This design comes from an exercise in tuning for a short achievable clock period and few clock cycles on the open sky130 flow, not from production work. The RTL was checked by simulation tests, not by an equivalence proof against the original design. Power figures rest on the tool's default switching activity, not on a simulated workload.

Design mips_cpu_harvard, start of the top module:
module mips_cpu_harvard #(
	parameter mips_pkg::word_t RESET_VECTOR = 32'hBFC0_0000
) (
	input  logic        clk,
	input  logic        reset,
	output logic        active,
	output logic [31:0] register_v0,
	input  logic        clk_enable,
	output logic [31:0] instr_address,
	input  logic [31:0] instr_readdata,
	output logic [31:0] data_address,
	output logic        data_write,
	output logic        data_read,
	output logic [31:0] data_writedata,
	input  logic [31:0] data_readdata
);
For scale: ~1300 flip-flops, about 200 I/O pins, roughly 0.073 sq mm of cells after synthesis.
==> module mips_cpu_harvard, before the edit <==
module mips_cpu_harvard #(
	parameter mips_pkg::word_t RESET_VECTOR = 32'hBFC0_0000
) (
	input  logic        clk,
	input  logic        reset,
	output logic        active,
	output logic [31:0] register_v0,
	input  logic        clk_enable,
	output logic [31:0] instr_address,
	input  logic [31:0] instr_readdata,
	output logic [31:0] data_address,
	output logic        data_write,
	output logic        data_read,
	output logic [31:0] data_writedata,
	input  logic [31:0] data_readdata
);
	logic advance;
	mips_pkg::alu_op_t   f_alu_op;
	mips_pkg::reg_addr_t f_rs;
	mips_pkg::reg_addr_t f_rt;
	mips_pkg::reg_addr_t f_wa;
	logic                f_use_imm;
	mips_pkg::word_t     f_imm;
	logic                f_uses_rs;
	logic                f_uses_rt;
	logic                f_ld;
	logic                f_st;
	logic                f_beq;
	logic                f_bne;
	logic                f_j;
	logic                f_jr;
	logic                f_pred;
	logic                f_stall;
	logic                f_enter;
	mips_pkg::word_t     f_a;
	mips_pkg::word_t     f_b;
	mips_pkg::word_t     f_pc4;
	mips_pkg::word_t     f_btarget;
	mips_pkg::word_t     f_jtarget;
	mips_pkg::alu_op_t   e_alu_op;
	mips_pkg::word_t     e_a;
	mips_pkg::word_t     e_b;        
	mips_pkg::word_t     e_opb;      
	mips_pkg::shamt_t    e_shamt;
	mips_pkg::reg_addr_t e_wa;
	logic                e_fwd_a;
	logic                e_fwd_b;
	logic                e_fwd_opb;
	logic                e_ld;
	logic                e_st;
	logic                e_beq;
	logic                e_bne;
	logic                e_j;
	logic                e_jr;
	logic                e_pred;
	mips_pkg::word_t     e_target;
	mips_pkg::word_t     e_pc4;
	mips_pkg::word_t     x_a;
	mips_pkg::word_t     x_b;
	mips_pkg::word_t     x_opb;
	mips_pkg::word_t     x_result;
	logic                x_taken;
	logic                x_redirect;
	mips_pkg::word_t     x_redirect_pc;
	logic                x_halt;
	mips_pkg::word_t     m_result;
	mips_pkg::word_t     m_sd;
	mips_pkg::reg_addr_t m_wa;
	logic                m_rd;
	logic                m_wr;
	mips_pkg::word_t     m_wdata;
	assign advance = clk_enable && active;
	mips_decoder u_decoder (
		.instruction (instr_readdata),
		.alu_op      (f_alu_op),
		.rs          (f_rs),
		.rt          (f_rt),
		.wa          (f_wa),
		.use_imm     (f_use_imm),
		.imm         (f_imm),
		.uses_rs     (f_uses_rs),
		.uses_rt     (f_uses_rt),
		.is_load     (f_ld),
		.is_store    (f_st),
		.is_beq      (f_beq),
		.is_bne      (f_bne),
		.is_j        (f_j),
		.is_jr       (f_jr)
	);
	assign f_pred  = ((f_beq || f_bne) && instr_readdata[15]) ||
	                 (f_beq && f_rs == f_rt) || (f_bne && f_rs != f_rt);
	assign f_stall = e_ld && (e_wa != 5'd0) &&
	                 ((f_uses_rs && e_wa == f_rs) || (f_uses_rt && e_wa == f_rt));
	assign f_enter = !x_redirect && !f_stall;
	assign m_wdata = m_rd ? data_readdata : m_result;
	mips_register_file u_register_file (
		.clk          (clk),
		.write_enable (advance && !reset),
		.read_addr_a  (f_rs),
		.read_addr_b  (f_rt),
		.write_addr   (m_wa),
		.write_data   (m_wdata),
		.read_data_a  (f_a),
		.read_data_b  (f_b),
		.register_v0  (register_v0)
	);
	mips_pc #(
		.RESET_VECTOR (RESET_VECTOR)
	) u_pc (
		.clk           (clk),
		.reset         (reset),
		.advance       (advance),
		.redirect      (x_redirect),
		.redirect_pc   (x_redirect_pc),
		.hold          (f_stall),
		.is_j          (f_j),
		.predict_taken (f_pred),
		.jump_index    (instr_readdata[25:0]),
		.offset        (instr_readdata[15:0]),
		.pc            (instr_address),
		.pc_plus4      (f_pc4),
		.branch_target (f_btarget),
		.jump_target   (f_jtarget)
	);
	always_ff @(posedge clk) begin
		if (reset) begin
			e_wa  <= 5'd0;
			e_ld  <= 1'b0;
			e_st  <= 1'b0;
			e_beq <= 1'b0;
			e_bne <= 1'b0;
			e_j   <= 1'b0;
			e_jr  <= 1'b0;
		end else if (advance) begin
			e_wa  <= f_enter ? f_wa  : 5'd0;
			e_ld  <= f_enter && f_ld;
			e_st  <= f_enter && f_st;
			e_beq <= f_enter && f_beq;
			e_bne <= f_enter && f_bne;
			e_j   <= f_enter && f_j;
			e_jr  <= f_enter && f_jr;
		end
	end
	always_ff @(posedge clk) begin
		if (advance) begin
			e_alu_op  <= f_alu_op;
			e_a       <= f_a;
			e_b       <= f_b;
			e_opb     <= f_use_imm ? f_imm : f_b;
			e_shamt   <= instr_readdata[10:6];
			e_fwd_a   <= !e_ld && e_wa != 5'd0 && e_wa == f_rs;
			e_fwd_b   <= !e_ld && e_wa != 5'd0 && e_wa == f_rt;
			e_fwd_opb <= !e_ld && e_wa != 5'd0 && e_wa == f_rt && !f_use_imm;
			e_pred    <= f_pred;
			e_target  <= f_j ? f_jtarget : f_btarget;
			e_pc4     <= f_pc4;
		end
	end
	assign x_a   = e_fwd_a   ? m_result : e_a;
	assign x_b   = e_fwd_b   ? m_result : e_b;
	assign x_opb = e_fwd_opb ? m_result : e_opb;
	mips_alu u_alu (
		.a      (x_a),
		.b      (x_opb),
		.shamt  (e_shamt),
		.op     (e_alu_op),
		.result (x_result)
	);
	assign x_taken = (e_beq && (x_a == x_b)) || (e_bne && (x_a != x_b));
	always_comb begin
		x_redirect    = 1'b0;
		x_redirect_pc = e_target;
		if (e_jr) begin
			x_redirect    = 1'b1;
			x_redirect_pc = x_a;
		end else if ((e_beq || e_bne) && (x_taken != e_pred)) begin
			x_redirect    = 1'b1;
			x_redirect_pc = x_taken ? e_target : e_pc4;
		end
	end
	assign x_halt = (e_jr && x_a == '0) || ((x_taken || e_j) && e_target == '0);
	always_ff @(posedge clk) begin
		if (reset) begin
			active <= 1'b1;
		end else if (advance && x_halt) begin
			active <= 1'b0;    
		end
	end
	always_ff @(posedge clk) begin
		if (reset) begin
			m_wa <= 5'd0;
			m_rd <= 1'b0;
			m_wr <= 1'b0;
		end else if (advance) begin
			m_wa <= e_wa;
			m_rd <= e_ld;
			m_wr <= e_st;
		end
	end
	always_ff @(posedge clk) begin
		if (advance) begin
			m_result <= x_result;
			m_sd     <= x_b;
		end
	end
	assign data_address   = m_result;    
	assign data_writedata = m_sd;
	assign data_read      = m_rd && !reset;
	assign data_write     = m_wr && !reset;
endmodule
export LEC_CHECK = 0
export ABC_CLOCK_PERIOD_IN_PS = 4000
export CAP_MARGIN = 20
export CORE_MARGIN = 2
export CORE_UTILIZATION = 40
export PLACE_DENSITY = 0.6
export SETUP_SLACK_MARGIN = 5
export SLEW_MARGIN = 20
create_clock -name core_clock -period 11.0 [get_ports {clk}]
run.sh (not shown) runs the stock make flow with config.mk's settings and CLKGATE_MAP_FILE= SYNTH_SCRIPT=/design/flow/synth_recipe.tcl, a recipe that flattens the netlist after the stock synthesis.
Testbench counts at the start, summed over its fixed seeds: cycles 37,017.
Edit:
--- a/flow/design.v
+++ b/flow/design.v
@@ -381,12 +381,11 @@
 		.is_beq      (f_beq),
 		.is_bne      (f_bne),
 		.is_j        (f_j),
 		.is_jr       (f_jr)
 	);
-	assign f_pred  = ((f_beq || f_bne) && instr_readdata[15]) ||
-	                 (f_beq && f_rs == f_rt) || (f_bne && f_rs != f_rt);
+	assign f_pred  = (f_beq || f_bne) && instr_readdata[15];
 	assign f_stall = e_ld && (e_wa != 5'd0) &&
 	                 ((f_uses_rs && e_wa == f_rs) || (f_uses_rt && e_wa == f_rt));
 	assign f_enter = !x_redirect && !f_stall;
 	assign m_wdata = m_rd ? data_readdata : m_result;
 	mips_register_file u_register_file (
The changed run completed with no timing, DRC or antenna violations.
Routed wire length decreases by a few percent.
Global-route usage decreases by 0.82 points.
Die area decreases slightly.
Non-clock buffer count decreases by 33.
Final area decreases slightly.
Area after synthesis decreases slightly.
Worst setup slack is worse by 0.059 ns.
Testbench counts after the change, summed over its fixed seeds: cycles 38,282.

========
Another version of the RTL of mips_cpu_harvard (not shown whole).
Settings: LEC_CHECK=0, ABC_CLOCK_PERIOD_IN_PS=4000, CAP_MARGIN=20, CORE_MARGIN=2, CORE_UTILIZATION=40, PLACE_DENSITY=0.6, SETUP_SLACK_MARGIN=5, SLEW_MARGIN=20; clock period 11.0 ns.
standard.sh (not shown) runs the stock make flow with config.mk's settings and CLKGATE_MAP_FILE= SYNTH_SCRIPT=/design/flow/synth_recipe.tcl, a recipe that flattens the netlist after the stock synthesis.
==> flow/flow/run.sh <==
#!/bin/bash
set -uo pipefail
bash standard.sh SETUP_SLACK_MARGIN=6.3 finish > standard.log 2>&1
Testbench counts at the start, summed over its fixed seeds: cycles 36,006.
Then changed:
--- a/flow/design.v
+++ b/flow/design.v
@@ -271,32 +271,33 @@
 	input  logic                clk,
 	input  logic                write_enable,    
 	input  mips_pkg::reg_addr_t read_addr_a,
 	input  mips_pkg::reg_addr_t read_addr_b,
 	input  mips_pkg::reg_addr_t write_addr,      
 	input  mips_pkg::word_t     write_data,
 	output mips_pkg::word_t     read_data_a,
 	output mips_pkg::word_t     read_data_b,
 	output mips_pkg::word_t     register_v0
 );
-	mips_pkg::word_t regs [32];
-	mips_pkg::word_t raw_a;
-	mips_pkg::word_t raw_b;
+	mips_pkg::word_t regs [1:31];
+	mips_pkg::word_t view [32];
 	always_ff @(posedge clk) begin
 		if (write_enable && (write_addr != 5'd0)) begin
 			regs[write_addr] <= write_data;
 		end
 	end
-	assign raw_a = (read_addr_a == 5'd0) ? '0 : regs[read_addr_a];
-	assign raw_b = (read_addr_b == 5'd0) ? '0 : regs[read_addr_b];
-	assign read_data_a = (write_addr != 5'd0 && write_addr == read_addr_a) ? write_data : raw_a;
-	assign read_data_b = (write_addr != 5'd0 && write_addr == read_addr_b) ? write_data : raw_b;
+	assign view[0] = '0;
+	for (genvar i = 1; i < 32; i++) begin : g_view
+		assign view[i] = regs[i];
+	end
+	assign read_data_a = view[read_addr_a];
+	assign read_data_b = view[read_addr_b];
 	assign register_v0 = regs[2];
 endmodule
 `default_nettype wire
 `timescale 1ns/1ps
 `default_nettype none
 module mips_pc #(
 	parameter mips_pkg::word_t RESET_VECTOR = 32'hBFC0_0000
 ) (
 	input  logic            clk,
 	input  logic            reset,
@@ -306,36 +307,42 @@
 	input  mips_pkg::word_t jr_target,
 	input  logic            is_j,
 	input  logic            branch_taken,
 	input  logic [25:0]     jump_index,
 	input  logic [15:0]     offset,
 	output mips_pkg::word_t pc,
 	output mips_pkg::word_t pc_plus4,
 	output mips_pkg::word_t branch_target,
 	output mips_pkg::word_t jump_target
 );
-	mips_pkg::word_t pc_next;
+	mips_pkg::word_t pc_other;     
+	mips_pkg::word_t pc_branch;    
+	logic            take_branch;
+	assign pc = take_branch ? pc_branch : pc_other;
 	assign pc_plus4      = pc + 32'd4;
 	assign branch_target = pc_plus4 + {{14{offset[15]}}, offset, 2'b00};
 	assign jump_target   = {pc_plus4[31:28], jump_index, 2'b00};
-	always_comb begin
-		if (hold)               pc_next = pc;
-		else if (is_jr)         pc_next = jr_target;
-		else if (is_j)          pc_next = jump_target;
-		else if (branch_taken)  pc_next = branch_target;
-		else                    pc_next = pc_plus4;
-	end
 	always_ff @(posedge clk) begin
 		if (reset) begin
-			pc <= RESET_VECTOR;
+			pc_other    <= RESET_VECTOR;
+			take_branch <= 1'b0;
 		end else if (advance) begin
-			pc <= pc_next;
+			if (hold)       pc_other <= pc;
+			else if (is_jr) pc_other <= jr_target;
+			else if (is_j)  pc_other <= jump_target;
+			else            pc_other <= pc_plus4;
+			take_branch <= branch_taken && !hold;
+		end
+	end
+	always_ff @(posedge clk) begin
+		if (advance) begin
+			pc_branch <= branch_target;
 		end
 	end
 endmodule
 `default_nettype wire
 `timescale 1ns/1ps
 `default_nettype none
 module mips_cpu_harvard #(
 	parameter mips_pkg::word_t RESET_VECTOR = 32'hBFC0_0000
 ) (
 	input  logic        clk,
@@ -369,20 +376,22 @@
 	logic                f_pred;
 	logic                f_stall;
 	logic                f_enter;
 	mips_pkg::word_t     f_a;
 	mips_pkg::word_t     f_b;
 	mips_pkg::word_t     f_pc4;
 	mips_pkg::word_t     f_btarget;
 	mips_pkg::word_t     f_jtarget;
 	logic                f_fwd_a;
 	logic                f_fwd_b;
+	logic                f_byp_a;
+	logic                f_byp_b;
 	mips_pkg::word_t     f_a_fwd;
 	mips_pkg::word_t     f_b_fwd;
 	mips_pkg::alu_sel_t  e_alu_sel;
 	mips_pkg::word_t     e_a;
 	mips_pkg::word_t     e_b;        
 	mips_pkg::word_t     e_opb;      
 	mips_pkg::shamt_t    e_shamt;
 	mips_pkg::reg_addr_t e_wa;
 	logic                e_ld;
 	logic                e_st;
@@ -418,22 +427,28 @@
 		.is_j        (f_j),
 		.is_jr       (f_jr)
 	);
 	assign f_pred  = (f_beq || f_bne) && (f_beq == (f_a_fwd == f_b_fwd));
 	assign f_stall = e_ld && (e_wa != 5'd0) &&
 	                 ((f_uses_rs && e_wa == f_rs) || (f_uses_rt && e_wa == f_rt));
 	assign f_enter = !f_stall;
 	assign m_wdata = m_rd ? data_readdata : m_result;
 	assign f_fwd_a = !e_ld && e_wa != 5'd0 && e_wa == f_rs;
 	assign f_fwd_b = !e_ld && e_wa != 5'd0 && e_wa == f_rt;
-	assign f_a_fwd = f_fwd_a ? x_result : f_a;
-	assign f_b_fwd = f_fwd_b ? x_result : f_b;
+	assign f_byp_a = m_wa != 5'd0 && m_wa == f_rs;
+	assign f_byp_b = m_wa != 5'd0 && m_wa == f_rt;
+	assign f_a_fwd = ({32{f_fwd_a}} & x_result) |
+	                 ({32{!f_fwd_a && f_byp_a}} & m_wdata) |
+	                 ({32{!f_fwd_a && !f_byp_a}} & f_a);
+	assign f_b_fwd = ({32{f_fwd_b}} & x_result) |
+	                 ({32{!f_fwd_b && f_byp_b}} & m_wdata) |
+	                 ({32{!f_fwd_b && !f_byp_b}} & f_b);
 	mips_register_file u_register_file (
 		.clk          (clk),
 		.write_enable (advance && !reset),
 		.read_addr_a  (f_rs),
 		.read_addr_b  (f_rt),
 		.write_addr   (m_wa),
 		.write_data   (m_wdata),
 		.read_data_a  (f_a),
 		.read_data_b  (f_b),
 		.register_v0  (register_v0)
Outcome: The new run completed with no timing, DRC or antenna violations; synthesized cell count went up by 11%; total power went up by 2.3%; final area went down by 3.5%; flip-flop and latch count went up by 1; worst setup slack loses 140 ps; global-route usage went up by 10 points; non-clock buffer count went up by 154; via count went up by 15%; register-to-register slack hardly moves.
Testbench counts after the change, summed over its fixed seeds: cycles 36,006.

========
Another version of the RTL of mips_cpu_harvard (not shown whole).
Size in the first run: roughly 5700 cells after synthesis, ~73000 um^2 of cells after synthesis.
==> module mips_pc, before the edit <==
module mips_pc #(
	parameter mips_pkg::word_t RESET_VECTOR = 32'hBFC0_0000
) (
	input  logic            clk,
	input  logic            reset,
	input  logic            advance,         
	input  logic            redirect,        
	input  mips_pkg::word_t redirect_pc,
	input  logic            hold,            
	input  logic            is_j,
	input  logic            predict_taken,
	input  logic [25:0]     jump_index,
	input  logic [15:0]     offset,
	output mips_pkg::word_t pc,
	output mips_pkg::word_t pc_plus4,
	output mips_pkg::word_t branch_target,
	output logic            redirected       
);
	mips_pkg::word_t pc_seq;         
	mips_pkg::word_t pc_branch;      
	mips_pkg::word_t pc_redirect;    
	logic            take_branch;
	logic            take_redirect;
	mips_pkg::word_t jump_target;
	assign redirected = take_redirect;
	assign pc = take_redirect ? pc_redirect :
	            take_branch   ? pc_branch   : pc_seq;
	assign pc_plus4 = take_redirect ? pc_redirect + 32'd4 :
	                  take_branch   ? pc_branch + 32'd4   : pc_seq + 32'd4;
	mips_adder u_branch_adder (
		.a    (pc_plus4),
		.b    ({{14{offset[15]}}, offset, 2'b00}),
		.cin  (1'b0),
		.sum  (branch_target),
		.cout ()
	);
	assign jump_target   = {pc_plus4[31:28], jump_index, 2'b00};
	always_ff @(posedge clk) begin
		if (reset) begin
			pc_seq        <= RESET_VECTOR;
			take_branch   <= 1'b0;
			take_redirect <= 1'b0;
		end else if (advance) begin
			if (hold)      pc_seq <= pc;
			else if (is_j) pc_seq <= jump_target;
			else           pc_seq <= pc_plus4;
			take_branch   <= predict_taken && !hold;
			take_redirect <= redirect;
		end
	end
	always_ff @(posedge clk) begin
		if (advance) begin
			pc_branch   <= branch_target;
			pc_redirect <= redirect_pc;
		end
	end
endmodule
==> flow/config.mk <==
export PLATFORM = sky130hd
export DESIGN_NAME = mips_cpu_harvard
export DESIGN_NICKNAME = mips_cpu_harvard
export VERILOG_FILES = /design/flow/design.v
export SDC_FILE = /design/flow/constraint.sdc
export NUM_CORES = 4
export LEC_CHECK = 0
export CAP_MARGIN = 20
export CORE_MARGIN = 2
export CORE_UTILIZATION = 40
export PLACE_DENSITY = 0.6
export SETUP_SLACK_MARGIN = 5
export SLEW_MARGIN = 20
export SYNTH_HIERARCHICAL = 1
==> flow/constraint.sdc <==
create_clock -name core_clock -period 11.0 [get_ports {clk}]
set_input_delay 2.2000 -clock core_clock [delete_from_list [all_inputs] [get_ports {clk}]]
set_output_delay 2.2000 -clock core_clock [all_outputs]
set_load 0.01 [all_outputs]
Scripts as last shown in full above: flow/flow/run.sh
Testbench counts at the start, summed over its fixed seeds: cycles 37,145.
Next try:
--- a/flow/design.v
+++ b/flow/design.v
@@ -314,12 +314,17 @@
 	always_ff @(posedge clk) begin
 		if (reset) begin
-			pc_seq        <= RESET_VECTOR;
-			take_branch   <= 1'b0;
-			take_redirect <= 1'b0;
+			pc_seq      <= RESET_VECTOR;
+			pc_redirect <= RESET_VECTOR;
+			take_branch <= 1'b0;
 		end else if (advance) begin
 			if (hold)      pc_seq <= pc;
 			else if (is_j) pc_seq <= jump_target;
 			else           pc_seq <= pc_plus4;
-			take_branch   <= predict_taken && !hold;
+			pc_redirect <= redirect_pc;
+			take_branch <= predict_taken && !hold;
+		end
+	end
+	always_ff @(posedge clk) begin
+		if (advance) begin
 			take_redirect <= redirect;
 		end
@@ -327,6 +332,5 @@
 	always_ff @(posedge clk) begin
 		if (advance) begin
-			pc_branch   <= branch_target;
-			pc_redirect <= redirect_pc;
+			pc_branch <= branch_target;
 		end
 	end
After rerunning: Final area rose slightly; setup slack is worse by 0.099 ns; synthesized area came out higher slightly; clock power went up slightly; cell count increases by a few percent; total power increases slightly; clock-buffer cell count is unchanged; wire length increases slightly; non-clock buffer count goes up by 16; synthesized cell count came out higher slightly; hold slack improves by 0.045 ns.
Testbench counts after the change, summed over its fixed seeds: cycles 37,145.

==> separate check: timing with driven ports <==
In the flow no input, the clock included, has a driving cell. The finished layouts below were timed again as built, in two steps.
Step 1 sets driving cells, clkbuf_16 on the clock port and buf_2 on the other inputs (assumed; they add their load-dependent delay and slew).
Step 2 also shifts input and output timing later by t, the mid clock arrival at the registers, as if the neighbouring blocks saw the same clock.
a / b / c = ideal / step 1 / step 2; a / b = the first two.
run	shift t [ns]	setup WS [ns]	cell pins on the clock port's net
the first run of note 1	0.882	5.086 / 5.060 / 4.651	1
the second run of note 1	0.867	5.027 / 4.996 / 4.391	1
the first run of note 2	0.901	5.168 / 4.878 / 3.977	1
the second run of note 2	0.910	5.028 / 5.004 / 4.094	1
the first run of note 3	0.916	6.101 / 6.053 / 5.362	1
the second run of note 3	0.919	6.002 / 6.002 / 5.289	1
After both steps setup and hold are still met in every run listed. For the first run of note 2, which loses most, drivers alone change the setup slack by -0.290 ns; drivers and shift together by -1.191 ns.
